This is an optimization exercise on Yosys and OpenROAD, whose aim is small area, not a production implementation. Function was checked by simulation only, so behaviour that the tests miss may differ from the original. Power figures rest on the tool's default switching activity, not on a simulated workload.

Design l1_trigger_top, start of the top module:
module l1_trigger_top (
    input  logic        aclk,
    input  logic        rst_n_i,
    input  logic [19:0] samples_i,
    input  logic        s_axil_awvalid,
    input  logic [7:0]  s_axil_awaddr,
    input  logic        s_axil_wvalid,
    input  logic [31:0] s_axil_wdata,
    input  logic [3:0]  s_axil_wstrb,
    input  logic        s_axil_bready,
    input  logic        s_axil_arvalid,
    input  logic [7:0]  s_axil_araddr,
    input  logic        s_axil_rready,
    output logic        s_axil_awready,
    output logic        s_axil_wready,
    output logic        s_axil_bvalid,
    output logic [1:0]  s_axil_bresp,
    output logic        s_axil_arready,
    output logic        s_axil_rvalid,
    output logic [31:0] s_axil_rdata,
    output logic [1:0]  s_axil_rresp,
    output logic [1:0]  trigger_o
);
==> flow/config.mk <==
export PLATFORM = sky130hd
export DESIGN_NAME = l1_trigger_top
export DESIGN_NICKNAME = l1_trigger_top
export VERILOG_FILES = /design/flow/design.v
export SDC_FILE = /design/flow/constraint.sdc
export NUM_CORES = 4
export LEC_CHECK = 0
export CAP_MARGIN = 20
export CORE_MARGIN = 2
export CORE_UTILIZATION = 70
export CTS_BUF_LIST = sky130_fd_sc_hd__clkbuf_8
export CTS_CLUSTER_DIAMETER = 60
export CTS_CLUSTER_SIZE = 30
export PLACE_DENSITY = 0.8
export SLEW_MARGIN = 20
==> flow/constraint.sdc <==
create_clock -name core_clock -period 5.0 [get_ports {aclk}]
set_input_delay 1.0000 -clock core_clock [delete_from_list [all_inputs] [get_ports {aclk}]]
set_output_delay 1.0000 -clock core_clock [all_outputs]
set_load 0.01 [all_outputs]
standard.sh (not shown) runs the stock make flow with config.mk's settings and CLKGATE_MAP_FILE= SYNTH_SCRIPT=/design/flow/synth_recipe.tcl, a recipe that flattens the netlist after the stock synthesis.
==> flow/flow/run.sh <==
#!/bin/bash
# The standard synthesis and layout (standard.sh), with these changes:
#  - the port buffers are buf_1 cells instead of the resizer's default pick,
#  - the clock tree uses clkbuf_8 and no dummy loads,
#  - the buffers ABC adds in synthesis are removed at floorplan (the
#    resizer's repair buffers again where it needs to),
#  - after the standard synthesis, invopt.py removes the inverter pairs that
#    Yosys's full-adder extraction leaves around the adders. Registers are
#    untouched; the result is checked against the synthesized netlist with a
#    combinational equivalence proof (flip-flops cut), and dropped if the
#    proof fails.
# Each tool's output goes to its own log in this folder.
set -euo pipefail
export BUFFER_PORTS_ARGS="-buffer_cell sky130_fd_sc_hd__buf_1"
export REMOVE_ABC_BUFFERS=1
export CTS_ARGS="-sink_clustering_enable -repair_clock_nets -dont_use_dummy_load -buf_list sky130_fd_sc_hd__clkbuf_8 -sink_clustering_size 30 -sink_clustering_max_diameter 100"
YOSYS="${YOSYS_EXE:-$FLOW_HOME/../tools/install/yosys/bin/yosys}"
R=orfs/results/${FLOW_PLATFORM}/l1_trigger_top/base

bash standard.sh synth > synth.log 2>&1

cp "$R/1_2_yosys.v" synth_netlist.v
if python3 flow/invopt.py synth_netlist.v invopt.v > invopt.log 2>&1 &&
   python3 flow/cut_ffs.py synth_netlist.v eq_a.v >> invopt.log 2>&1 &&
   python3 flow/cut_ffs.py invopt.v eq_b.v >> invopt.log 2>&1; then
  cat > eq.ys <<EOT
read_liberty -ignore_miss_func $FLOW_HOME/platforms/sky130hd/lib/sky130_fd_sc_hd__tt_025C_1v80.lib
read_verilog eq_a.v
rename $FLOW_TOP gold
read_verilog eq_b.v
rename $FLOW_TOP gate
proc
flatten
miter -equiv -flatten -make_assert gold gate miter
hierarchy -top miter
sat -verify -prove-asserts miter
EOT
  if "$YOSYS" -s eq.ys > eq.log 2>&1; then
    echo "invopt netlist proven equivalent; using it" >> invopt.log
    cp invopt.v "$R/1_2_yosys.v"
    rm -f "$R/1_synth.odb" "$R/1_synth.sdc"
  else
    echo "equivalence proof failed; keeping the synthesized netlist" >> invopt.log
  fi
fi

bash standard.sh > flow.log 2>&1
Other scripts of this flow, unchanged in this note and not shown: flow/flow/cut_ffs.py, flow/flow/invopt.py
The first run passed the timing, DRC and antenna checks.
Edit:
--- a/flow/flow/run.sh
+++ b/flow/flow/run.sh
@@ -15,3 +15,3 @@
 export REMOVE_ABC_BUFFERS=1
-export CTS_ARGS="-sink_clustering_enable -repair_clock_nets -dont_use_dummy_load -buf_list sky130_fd_sc_hd__clkbuf_8 -sink_clustering_size 30 -sink_clustering_max_diameter 100"
+export CTS_ARGS="-sink_clustering_enable -repair_clock_nets -dont_use_dummy_load -buf_list sky130_fd_sc_hd__clkbuf_8 -sink_clustering_size 50 -sink_clustering_max_diameter 150"
 YOSYS="${YOSYS_EXE:-$FLOW_HOME/../tools/install/yosys/bin/yosys}"
What happened: The changed run finished with timing, DRC and antenna clean; die area stays the same; power stays the same; wire length does not change; clock power barely changes.
Edit:
--- a/flow/flow/run.sh
+++ b/flow/flow/run.sh
@@ -1,5 +1,4 @@
 #!/bin/bash
-# The standard synthesis and layout (standard.sh), with these changes:
+# The standard synthesis and layout (standard.sh), with three changes:
 #  - the port buffers are buf_1 cells instead of the resizer's default pick,
-#  - the clock tree uses clkbuf_8 and no dummy loads,
 #  - the buffers ABC adds in synthesis are removed at floorplan (the
@@ -15,3 +14,2 @@
 export REMOVE_ABC_BUFFERS=1
-export CTS_ARGS="-sink_clustering_enable -repair_clock_nets -dont_use_dummy_load -buf_list sky130_fd_sc_hd__clkbuf_8 -sink_clustering_size 50 -sink_clustering_max_diameter 150"
 YOSYS="${YOSYS_EXE:-$FLOW_HOME/../tools/install/yosys/bin/yosys}"
Result: The new run completed without violations. Die area stays the same. Power rises by 7.0%. Routed wire length goes up by 2.2%. Cell area increases by 2.1%.
Edit:
--- a/flow/flow/run.sh
+++ b/flow/flow/run.sh
@@ -1,4 +1,5 @@
 #!/bin/bash
-# The standard synthesis and layout (standard.sh), with three changes:
+# The standard synthesis and layout (standard.sh), with these changes:
 #  - the port buffers are buf_1 cells instead of the resizer's default pick,
+#  - the clock tree uses clkbuf_8 and no dummy loads,
 #  - the buffers ABC adds in synthesis are removed at floorplan (the
@@ -14,2 +15,3 @@
 export REMOVE_ABC_BUFFERS=1
+export CTS_ARGS="-sink_clustering_enable -repair_clock_nets -dont_use_dummy_load -buf_list sky130_fd_sc_hd__clkbuf_8 -sink_clustering_size 30 -sink_clustering_max_diameter 100"
 YOSYS="${YOSYS_EXE:-$FLOW_HOME/../tools/install/yosys/bin/yosys}"
Settings changed: CORE_UTILIZATION 70 to 80, CTS_BUF_LIST sky130_fd_sc_hd__clkbuf_8 to default, CTS_CLUSTER_DIAMETER 60 to default, CTS_CLUSTER_SIZE 30 to default, PLACE_DENSITY 0.8 to 0.88.
Global-route usage goes up by 4.6 points.
Synthesized cell count does not change.
Setup slack degrades by 220 ps.
Wire length is higher by 4.6%.
Total power shrinks by 3.5%.
Design area drops by 2.5%.
Non-clock buffer count fell by 3.
Hold slack gets better by 5.4 ps.
Edit:
--- a/flow/flow/run.sh
+++ b/flow/flow/run.sh
@@ -1,5 +1,4 @@
 #!/bin/bash
-# The standard synthesis and layout (standard.sh), with these changes:
+# The standard synthesis and layout (standard.sh), with three changes:
 #  - the port buffers are buf_1 cells instead of the resizer's default pick,
-#  - the clock tree uses clkbuf_8 and no dummy loads,
 #  - the buffers ABC adds in synthesis are removed at floorplan (the
@@ -15,3 +14,2 @@
 export REMOVE_ABC_BUFFERS=1
-export CTS_ARGS="-sink_clustering_enable -repair_clock_nets -dont_use_dummy_load -buf_list sky130_fd_sc_hd__clkbuf_8 -sink_clustering_size 30 -sink_clustering_max_diameter 100"
 YOSYS="${YOSYS_EXE:-$FLOW_HOME/../tools/install/yosys/bin/yosys}"
Settings changed: CTS_BUF_LIST from default to sky130_fd_sc_hd__clkbuf_8.
The changed run went through all stages and came out clean.
Count of clock-buffer cells in the layout is higher by 3.
Power is higher by 7.9%.
Clock power is higher by 33%.
Wire length is higher by about 10%.
Combinational power is higher by about 5%.
Setup slack gains 18 ps.
Via count is higher by 3.9%.
Critical path depth does not change.
Die area does not change.

re-timing with driven ports:
Ports are ideal in the flow. The routed layouts listed here were re-timed in OpenROAD. Step 1: set_driving_cell puts a clkbuf_16 on aclk and a buf_2 on each other input, an assumption about the parent block. Step 2 also shifts input and output timing later by t, the mid clock arrival at the registers, as if the neighbouring blocks saw the same clock. a / b / c = ideal / step 1 / step 2; a / b = the first two.
run | t (ns) | setup WS [ns] | hold WS [ns]
the first run | 0.461 | 0.403 / 0.403 / 0.078 | 0.435 / 0.435 / 0.435
the second run | 0.461 | 0.403 / 0.403 / 0.078 | 0.435 / 0.435 / 0.435
the third run | 0.480 | 0.427 / 0.427 / 0.043 | 0.442 / 0.442 / 0.442
the fourth run | 0.465 | 0.210 / 0.210 / -0.028 | 0.447 / 0.447 / 0.447
the fifth run | 0.475 | 0.228 / 0.228 / -0.094 | 0.484 / 0.484 / 0.484
With both steps, setup timing fails in the fourth run and the fifth run, where it was met with ideal ports. The setup slack of the third run, which loses most, moves by 0.000 ns with the drivers and by -0.384 ns with both steps.
